This design comes from an exercise in tuning for small area, a short achievable clock period and few clock cycles per item on the open sky130 flow, not from production work.
For this run, only the layout was checked, not whether the RTL still works.

[flow/design.v]
package rsa_pkg;
  localparam int OPERAND_WIDTH = 32;
  localparam int EXP_BITS = 16;
  localparam int ACC_WIDTH = OPERAND_WIDTH + 1;
  localparam logic [1:0] OP_NOP = 2'd0;
  localparam logic [1:0] OP_EXP = 2'd1;
  localparam logic [2:0] PARAM_MODULUS = 3'd0;
  localparam logic [2:0] PARAM_R_MOD_N = 3'd1;
  localparam logic [2:0] PARAM_BASE = 3'd2;
  localparam logic [2:0] PARAM_R2_MOD_N = 3'd3;
  localparam logic [2:0] PARAM_EXPONENT = 3'd4;
endpackage
`timescale 1ns/1ps
module csa_row #(
  parameter int   W    = 8,
  parameter logic FILL = 1'b0
) (
  input  logic [W-1:0] x,
  input  logic [W-1:0] y,
  input  logic [W-1:0] z,
  output logic [W-1:0] s,
  output logic [W-1:0] c
);
  assign s = x ^ y ^ z;
  assign c = {(x[W-2:0] & y[W-2:0]) | (x[W-2:0] & z[W-2:0]) | (y[W-2:0] & z[W-2:0]), FILL};
endmodule
import rsa_pkg::*;
module mont_digit (
  input  logic [ACC_WIDTH-1:0]     s_n,
  input  logic [ACC_WIDTH-1:0]     c_n,
  input  logic [1:0]               a_bits,
  input  logic [OPERAND_WIDTH-1:0] b,
  input  logic [OPERAND_WIDTH-1:0] modulus,
  output logic [ACC_WIDTH-1:0]     s_nxt_n,
  output logic [ACC_WIDTH-1:0]     c_nxt_n
);
  localparam int TW  = ACC_WIDTH + 1;   
  localparam int EXT = TW - OPERAND_WIDTH;
  logic [TW-1:0] s_in, c_in;
  logic [TW-1:0] pp0, pp1, mm0, mm1;
  logic [TW-1:0] xs1, xc1, xs2, xc2, xs3, xc3, xs4, xc4;
  logic [TW-1:0] hs, hc;
  logic          s0, c0, p0;
  logic          q0, q1;
  logic          w_mid;
  assign s_in = {1'b1, s_n};
  assign c_in = {1'b1, c_n};
  assign s0    = ~s_n[0];
  assign c0    = ~c_n[0];
  assign p0    = a_bits[0] & b[0];
  assign q0    = s_n[0] ^ c_n[0] ^ p0;
  assign w_mid = (s0 | c0 | p0) & ~(s0 & c0 & p0);
  assign q1    = s_n[1] ^ c_n[1] ^ (a_bits[0] & b[1]) ^ (q0 & modulus[1]) ^ w_mid ^
                 (a_bits[1] & b[0]);
  assign pp0 = {{EXT{1'b1}}, ~({OPERAND_WIDTH{a_bits[0]}} & b)};
  assign pp1 = {{EXT{1'b1}}, ~({OPERAND_WIDTH{a_bits[1]}} & b)};
  assign mm0 = {{EXT{1'b1}}, ~({OPERAND_WIDTH{q0}} & modulus)};
  assign mm1 = {{EXT{1'b1}}, ~({OPERAND_WIDTH{q1}} & modulus)};
  csa_row #(.W(TW), .FILL(1'b1)) row1 (.x(s_in), .y(c_in), .z(pp0), .s(xs1), .c(xc1));
  csa_row #(.W(TW), .FILL(1'b1)) row2 (.x(xs1), .y(xc1), .z(mm0), .s(xs2), .c(xc2));
  assign hs = {1'b1, xs2[TW-1:1]};
  assign hc = {1'b1, xc2[TW-1:1]};
  csa_row #(.W(TW), .FILL(1'b1)) row3 (.x(hs), .y(hc), .z(pp1), .s(xs3), .c(xc3));
  csa_row #(.W(TW), .FILL(1'b1)) row4 (.x(xs3), .y(xc3), .z(mm1), .s(xs4), .c(xc4));
  assign s_nxt_n = xs4[TW-1:1];
  assign c_nxt_n = xc4[TW-1:1];
endmodule
`timescale 1ns/1ps
import rsa_pkg::*;
module rsa_top (
  input  logic                     clk,
  input  logic                     resetn,
  input  logic                     param_valid,
  input  logic [2:0]               param_sel,
  input  logic [OPERAND_WIDTH-1:0] param_data,
  output logic                     param_ready,
  input  logic                     cmd_valid,
  input  logic [1:0]               cmd_op,
  output logic                     cmd_ready,
  output logic                     result_valid,
  output logic [OPERAND_WIDTH-1:0] result_data,
  input  logic                     result_ready,
  output logic                     busy
);
  logic                     param_fire;
  logic                     exp_fire;
  logic [OPERAND_WIDTH-1:0] modulus;
  logic [OPERAND_WIDTH-1:0] base;
  logic [OPERAND_WIDTH-1:0] r2_mod_n;
  logic [EXP_BITS-1:0]      exponent;
  logic                     exp_done;
  assign param_ready = ~busy;
  assign cmd_ready   = ~busy;
  assign param_fire  = param_valid & ~busy;
  assign exp_fire    = cmd_valid & ~busy & (cmd_op == OP_EXP);
  always_ff @(posedge clk) begin
    if (param_fire) begin
      case (param_sel)
        PARAM_MODULUS:  modulus  <= param_data;
        PARAM_BASE:     base     <= param_data;
        PARAM_R2_MOD_N: r2_mod_n <= param_data;
        PARAM_EXPONENT: exponent <= param_data[EXP_BITS-1:0];
        default: begin
        end
      endcase
    end
  end
  always_ff @(posedge clk) begin
    if (!resetn) begin
      busy         <= 1'b0;
      result_valid <= 1'b0;
    end else begin
      if (exp_fire) begin
        busy <= 1'b1;
      end else if (result_valid && result_ready) begin
        busy <= 1'b0;
      end
      if (exp_done) begin
        result_valid <= 1'b1;
      end else if (result_ready) begin
        result_valid <= 1'b0;
      end
    end
  end
  logic                     ph_init;
  logic                     ph_iter;
  logic                     ph_res;
  logic                     ph_sub;
  logic [3:0]               it_cnt;
  logic [4:0]               rnd;
  logic                     last_rnd;
  logic                     conv_rnd;
  logic                     e_bit;
  logic                     acc_take;
  logic                     mm_clear;
  assign last_rnd = (rnd == 5'd16);
  assign e_bit    = exponent[rnd[3:0] - 4'd1];
  assign acc_take = !conv_rnd && e_bit;
  assign mm_clear = ph_init | ph_sub;
  logic [1:0] res_d, clr_d;
  logic [1:0] sub_d;
  logic       acc_take_q;
  logic       done_q;
  logic       ph_res2, ph_sub2, mm_clear2;
  assign ph_res2   = res_d[1];
  assign ph_sub2   = sub_d[1];
  assign mm_clear2 = clr_d[1];
  assign exp_done  = ph_sub2 & done_q;
  always_ff @(posedge clk) begin
    if (!resetn) begin
      res_d <= '0;
      sub_d <= '0;
      clr_d <= '0;
    end else begin
      res_d <= {res_d[0], ph_res};
      sub_d <= {sub_d[0], ph_sub};
      clr_d <= {clr_d[0], mm_clear};
    end
  end
  always_ff @(posedge clk) begin
    if (ph_sub) begin
      acc_take_q <= acc_take;
      done_q     <= last_rnd;
    end
  end
  always_ff @(posedge clk) begin
    if (!resetn) begin
      ph_init <= 1'b0;
      ph_iter <= 1'b0;
      ph_res  <= 1'b0;
      ph_sub  <= 1'b0;
    end else begin
      ph_init <= exp_fire;
      ph_res  <= ph_iter & (it_cnt == 4'd15);
      ph_sub  <= ph_res;
      if (ph_init | (ph_sub & ~last_rnd)) begin
        ph_iter <= 1'b1;
      end else if (it_cnt == 4'd15) begin
        ph_iter <= 1'b0;
      end
    end
  end
  always_ff @(posedge clk) begin
    if (ph_init) begin
      rnd      <= '0;
      conv_rnd <= 1'b1;
    end else if (ph_sub) begin
      rnd      <= rnd + 5'd1;
      conv_rnd <= 1'b0;
    end
    if (ph_iter) begin
      it_cnt <= it_cnt + 4'd1;
    end else begin
      it_cnt <= '0;
    end
  end
  logic [OPERAND_WIDTH-1:0] sq;
  logic [OPERAND_WIDTH-1:0] acc;
  logic [1:0]               a_bits;
  logic [1:0]               a_d1, a_d2;
  logic [ACC_WIDTH:0]       cpa_sum;
  logic                     use_sq;
  logic [1:0]               a_fetch;
  logic [OPERAND_WIDTH-1:0] a_src;
  logic [ACC_WIDTH:0]       sq_sum;
  logic [ACC_WIDTH:0]       acc_sum;
  logic [ACC_WIDTH-1:0]     sq_sn, sq_cn, acc_sn, acc_cn;
  logic [ACC_WIDTH-1:0]     sq_sn_nxt, sq_cn_nxt, acc_sn_nxt, acc_cn_nxt;
  logic [ACC_WIDTH-1:0]     neg_n;
  assign a_src   = conv_rnd ? base : sq;
  assign a_fetch = a_src[{it_cnt + 4'd1, 1'b0} +: 2];
  always_ff @(posedge clk) begin
    if (ph_init) begin
      a_bits <= base[1:0];
    end else if (ph_sub) begin
      a_bits <= sq_sum[ACC_WIDTH] ? sq_sum[1:0] : sq[1:0];
    end else begin
      a_bits <= a_fetch;
    end
    a_d1 <= a_bits;
    a_d2 <= a_d1;
  end
  always_ff @(posedge clk) begin
    if (ph_init) begin
      sq  <= r2_mod_n;
      acc <= {{(OPERAND_WIDTH-1){1'b0}}, |modulus[OPERAND_WIDTH-1:1]};
    end else begin
      if (ph_res | (ph_sub & sq_sum[ACC_WIDTH])) begin
        sq <= sq_sum[OPERAND_WIDTH-1:0];
      end
      if (acc_take_q & (ph_res2 | (ph_sub2 & acc_sum[ACC_WIDTH]))) begin
        acc <= acc_sum[OPERAND_WIDTH-1:0];
      end
    end
  end
  assign result_data = acc;
  assign neg_n   = {1'b1, ~modulus[OPERAND_WIDTH-1:1], 1'b1};
  assign use_sq  = ph_res | ph_sub;
  assign cpa_sum = ~({1'b0, use_sq ? sq_sn : acc_sn} + {1'b0, use_sq ? sq_cn : acc_cn} +
                     {{ACC_WIDTH{1'b0}}, 1'b1});
  assign sq_sum  = cpa_sum;
  assign acc_sum = cpa_sum;
  mont_digit dig_sq (
    .s_n     (sq_sn),
    .c_n     (sq_cn),
    .a_bits  (a_bits),
    .b       (sq),
    .modulus (modulus),
    .s_nxt_n (sq_sn_nxt),
    .c_nxt_n (sq_cn_nxt)
  );
  mont_digit dig_acc (
    .s_n     (acc_sn),
    .c_n     (acc_cn),
    .a_bits  (a_d2),
    .b       (acc),
    .modulus (modulus),
    .s_nxt_n (acc_sn_nxt),
    .c_nxt_n (acc_cn_nxt)
  );
  logic sel_res, sel_step, sel_res2, sel_step2;
  assign sel_res   = ph_res;
  assign sel_step  = ~ph_res & ~mm_clear;
  assign sel_res2  = ph_res2;
  assign sel_step2 = ~ph_res2 & ~mm_clear2;
  always_ff @(posedge clk) begin
    sq_sn  <= ({ACC_WIDTH{~sel_res}} | ~sq_sum[ACC_WIDTH-1:0])  & ({ACC_WIDTH{~sel_step}} | sq_sn_nxt);
    sq_cn  <= ({ACC_WIDTH{~sel_res}} | ~neg_n)                  & ({ACC_WIDTH{~sel_step}} | sq_cn_nxt);
    acc_sn <= ({ACC_WIDTH{~sel_res2}} | ~acc_sum[ACC_WIDTH-1:0]) & ({ACC_WIDTH{~sel_step2}} | acc_sn_nxt);
    acc_cn <= ({ACC_WIDTH{~sel_res2}} | ~neg_n)                  & ({ACC_WIDTH{~sel_step2}} | acc_cn_nxt);
  end
endmodule
[flow/flow/run.sh]
#!/bin/bash
# Standard layout, with plain buffers on the ports instead of delay cells.
set -e
export BUFFER_PORTS_ARGS="-buffer_cell sky130_fd_sc_hd__buf_2"
bash standard.sh > standard.log 2>&1
[flow/standard.sh]
#!/bin/bash
# synth_recipe.tcl (not shown) runs the flow's synth.tcl, then flattens the netlist and writes it again
# the make line also repeats each setting of config.mk as NAME=value (left out here)
make -C /OpenROAD-flow-scripts/flow DESIGN_CONFIG=/design/flow/config.mk WORK_HOME=/design/flow/orfs CLKGATE_MAP_FILE= SYNTH_SCRIPT=/design/flow/synth_recipe.tcl "${@:-finish}"
[flow/config.mk]
export PLATFORM = sky130hd
export DESIGN_NAME = rsa_top
export DESIGN_NICKNAME = rsa_top
export VERILOG_FILES = /design/flow/design.v
export SDC_FILE = /design/flow/constraint.sdc
export NUM_CORES = 4
export LEC_CHECK = 0
export CAP_MARGIN = 20
export CORE_MARGIN = 2
export CORE_UTILIZATION = 55
export CTS_CLUSTER_DIAMETER = 100
export CTS_CLUSTER_SIZE = 26
export SETUP_SLACK_MARGIN = 4.85
export SLEW_MARGIN = 20
export SYNTH_HIERARCHICAL = 1
[flow/constraint.sdc]
create_clock -name core_clock -period 8.0 [get_ports {clk}]
set_input_delay 1.6000 -clock core_clock [delete_from_list [all_inputs] [get_ports {clk}]]
set_output_delay 1.6000 -clock core_clock [all_outputs]
set_load 0.01 [all_outputs]
==> impl_metrics.json <==
{
  "status": "timing/DRC/antenna clean",
  "synth.cell_area_um2": 21200,
  "path_class": "reg -> reg",
  "finalSetupTns_ns": 0,
  "gp_congestion": 0.868,
  "holdCritPathClass": "reg -> reg",
  "min_to": "a_d2[1]",
  "wl_per_cell_um": 25.8,
  "initial_core_util": 0.561,
  "fmax_mhz": 273,
  "cp.depth": 17,
  "cp-end-kind": "register",
  "yosys_warnings": 7,
  "clkSinkCount": 336,
  "arrival_ns": 3.94,
  "path_cells": "nor2_4, buf_12, buf_12, buf_16, mux2_4, ha_4, a21oi_4, o21ai_2, nand2_1, o211ai_1, o31ai_4, nand2b_1, a211o_1, o21ai_4, buf_6, buf_6, clkbuf_16",
  "fillers": 2761,
  "fin_crit_sh": 0.458,
  "cp_slowest_cell": "dfxtp_2",
  "final_core_util": 0.689,
  "area_growth_pct": 22.7,
  "vias": 15255,
  "grt_pass1_wl_um": 96900,
  "cts_tree": "built",
  "gr-total-overflow": 0,
  "mostFrequentLayoutCells": "nand2_1 (286), fa_1 (249), dfxtp_1 (178), nor2_1 (177), edfxtp_1 (147)",
  "hold_viol_final": 0,
  "grt_pass1_vias": 15800,
  "fin_skew_ns": 0.0281,
  "drc": 0,
  "worstReg2RegStart": "ph_res",
  "core_area_um2": 37800,
  "root_buffer": "clkbuf_16",
  "worst-path-max-fanout": 8,
  "slew_viol_final": 0,
  "drtIter0Drc": 1175,
  "ios": 78,
  "min_from": "a_d1[1]",
  "drive_gt1_frac": 0.299,
  "slowest_delay_ns": 0.35,
  "cp.required_ns": 8.27,
  "period_minus_slack_ns": 3.67,
  "cts_max_level": 1,
  "maxCapViolCount": 0,
  "row_count": 71,
  "clk_path_buf_depth": 3,
  "finalSetupViolCount": 0,
  "io_buffer_count": 77,
  "antenna_found_initial": 1,
  "fp.dieH_um": 201,
  "drt-total-wl_um": 65800,
  "rr_worst_depth": 17,
  "diodes": 0,
  "syn_inst": 1849,
  "grt_max_degree": 71,
  "dp_hpwl_um": 40100,
  "clk_pin_slew_ns": 0.11,
  "grt_usage": 0.324,
  "timing.rr.end": "sq[22]",
  "maxSlewHeadroom": 0.347,
  "nets": 2379,
  "r2r_slack_ns": 4.33,
  "start_kind": "register",
  "final_common_cell": "nand2_1",
  "holdPathStages": 0,
  "drtPass1Iterations": 5,
  "clk-insertion-delay-late_ns": 0.55,
  "via_per_inst": 5.98,
  "worst-path-buf-inv": 6,
  "ant_nets": 0,
  "die_area_um2": 40200,
  "avgSynthCellArea_um2": 11.5,
  "cts_buffers": 17,
  "tightest_slew_ns": 0.970,
  "critPathTopFamily": "compound AO/OA/AOI/OAI gates",
  "die_x_um": 201,
  "rsz0062_at_grt": "yes"
}
[routing by layer]
metal / global-route usage / vias to the layer above / part of all wire
li1: - / 6596 / -
met1: 0.438 / 7846 / 0.40
met2: 0.530 / 651 / 0.47
met3: 0.0508 / 162 / 0.081
met4: 0.124 / 0 / 0.048
met5: 0 / - / 0
[registers in the layout, summed over array words and instances, names as in the netlist, 2 cells and up]
| name | cells |
|---|---|
| sq_cn | 33 |
| acc_sn | 33 |
| it_cnt | 4 |
| modulus | 32 |
| sq | 32 |
| rnd | 5 |
| a_d2 | 2 |
| a_bits | 2 |
| base | 32 |
| acc_cn | 33 |
| a_d1 | 2 |
| r2_mod_n | 32 |
| sub_d | 2 |
| clr_d | 2 |
| sq_sn | 33 |
| acc | 32 |
| exponent | 16 |
[per-stage QoR]
stage	cells	instance area (um2)	hold slack (ns)	setup WS (ns)
floorplan	1871	21600	0.310	4.37
global route	2553	26100	0.339	4.24
finish	2553	26100	0.330	4.33
CTS	2505	25100	0.332	4.35
detailed placement	2385	22300	0.312	2.94
global placement	2385	22300	0.311	3.11
[worst register-to-register path: stages (launching register included)]
cell and delay, ns:
dfxtp_2 0.35, nor2_4 0.12, buf_12 0.15, buf_12 0.14, buf_16 0.15, mux2_4 0.32
ha_4 0.28, a21oi_4 0.21, o21ai_2 0.07, nand2_1 0.08, o211ai_1 0.19, o31ai_4 0.26
nand2b_1 0.14, a211o_1 0.33, o21ai_4 0.20, buf_6 0.14, buf_6 0.12, clkbuf_16 0.16
[final cells by class]
class,count,area (um2),area share
repair buffers,236,2420,0.0929
flip-flops and latches,336,8230,0.316
clock buffers,26,459,0.0176
clock inverters,3,35.0,0.00134
well taps,511,639,0.0245
multi-input cells,1390,14100,0.540
inverters,51,196,0.00754
[how the worst max path moves through the flow]
stage / slack, ns / end / startpoint
2_1_floorplan: 4.37 / sq[0] / ph_res
3_3_place_gp: 3.11 / sq[23] / res_d[0]
3_5_place_dp: 2.94 / sq[28] / res_d[0]
4_1_cts: 4.35 / sq[16] / res_d[0]
5_1_grt: 4.24 / sq[22] / res_d[0]
6_report: 4.33 / sq[22] / ph_res
[timing repair]
| action | 4_1_cts | 5_1_grt |
|---|---|---|
| cloned | 13 | 6 |
| setup endpoints to repair | 228 | 191 |
| hold buffers | 0 | 0 |
| pin swaps | 63 | 71 |
| setup buffers | 78 | 42 |
| gates resized for setup | 235 | 117 |

## what the ideal ports hide
How much do the figures lean on ideal ports? The routed layout below was timed once more, with nothing changed but the port constraints.
Step 1, drivers: a clkbuf_16 drives clk and a buf_2 each remaining input, both assumed.
Step 2, shift: input delay + t, output delay - t, t = (earliest + latest rising clock arrival at the registers) / 2. This alone moves slack from input paths to output paths.
a / b / c = ideal ports / drivers / drivers and shift; a / b = the first two.
t, ns: 0.597
slack for setup (ns): 4.334 / 4.334 / 4.334
hold slack, ns: 0.330 / 0.330 / 0.330
worst setup path after step 2: register to register
After both steps setup and hold are still met in this run. The setup slack of this run moves by 0.000 ns with the drivers and by 0.000 ns with both steps.
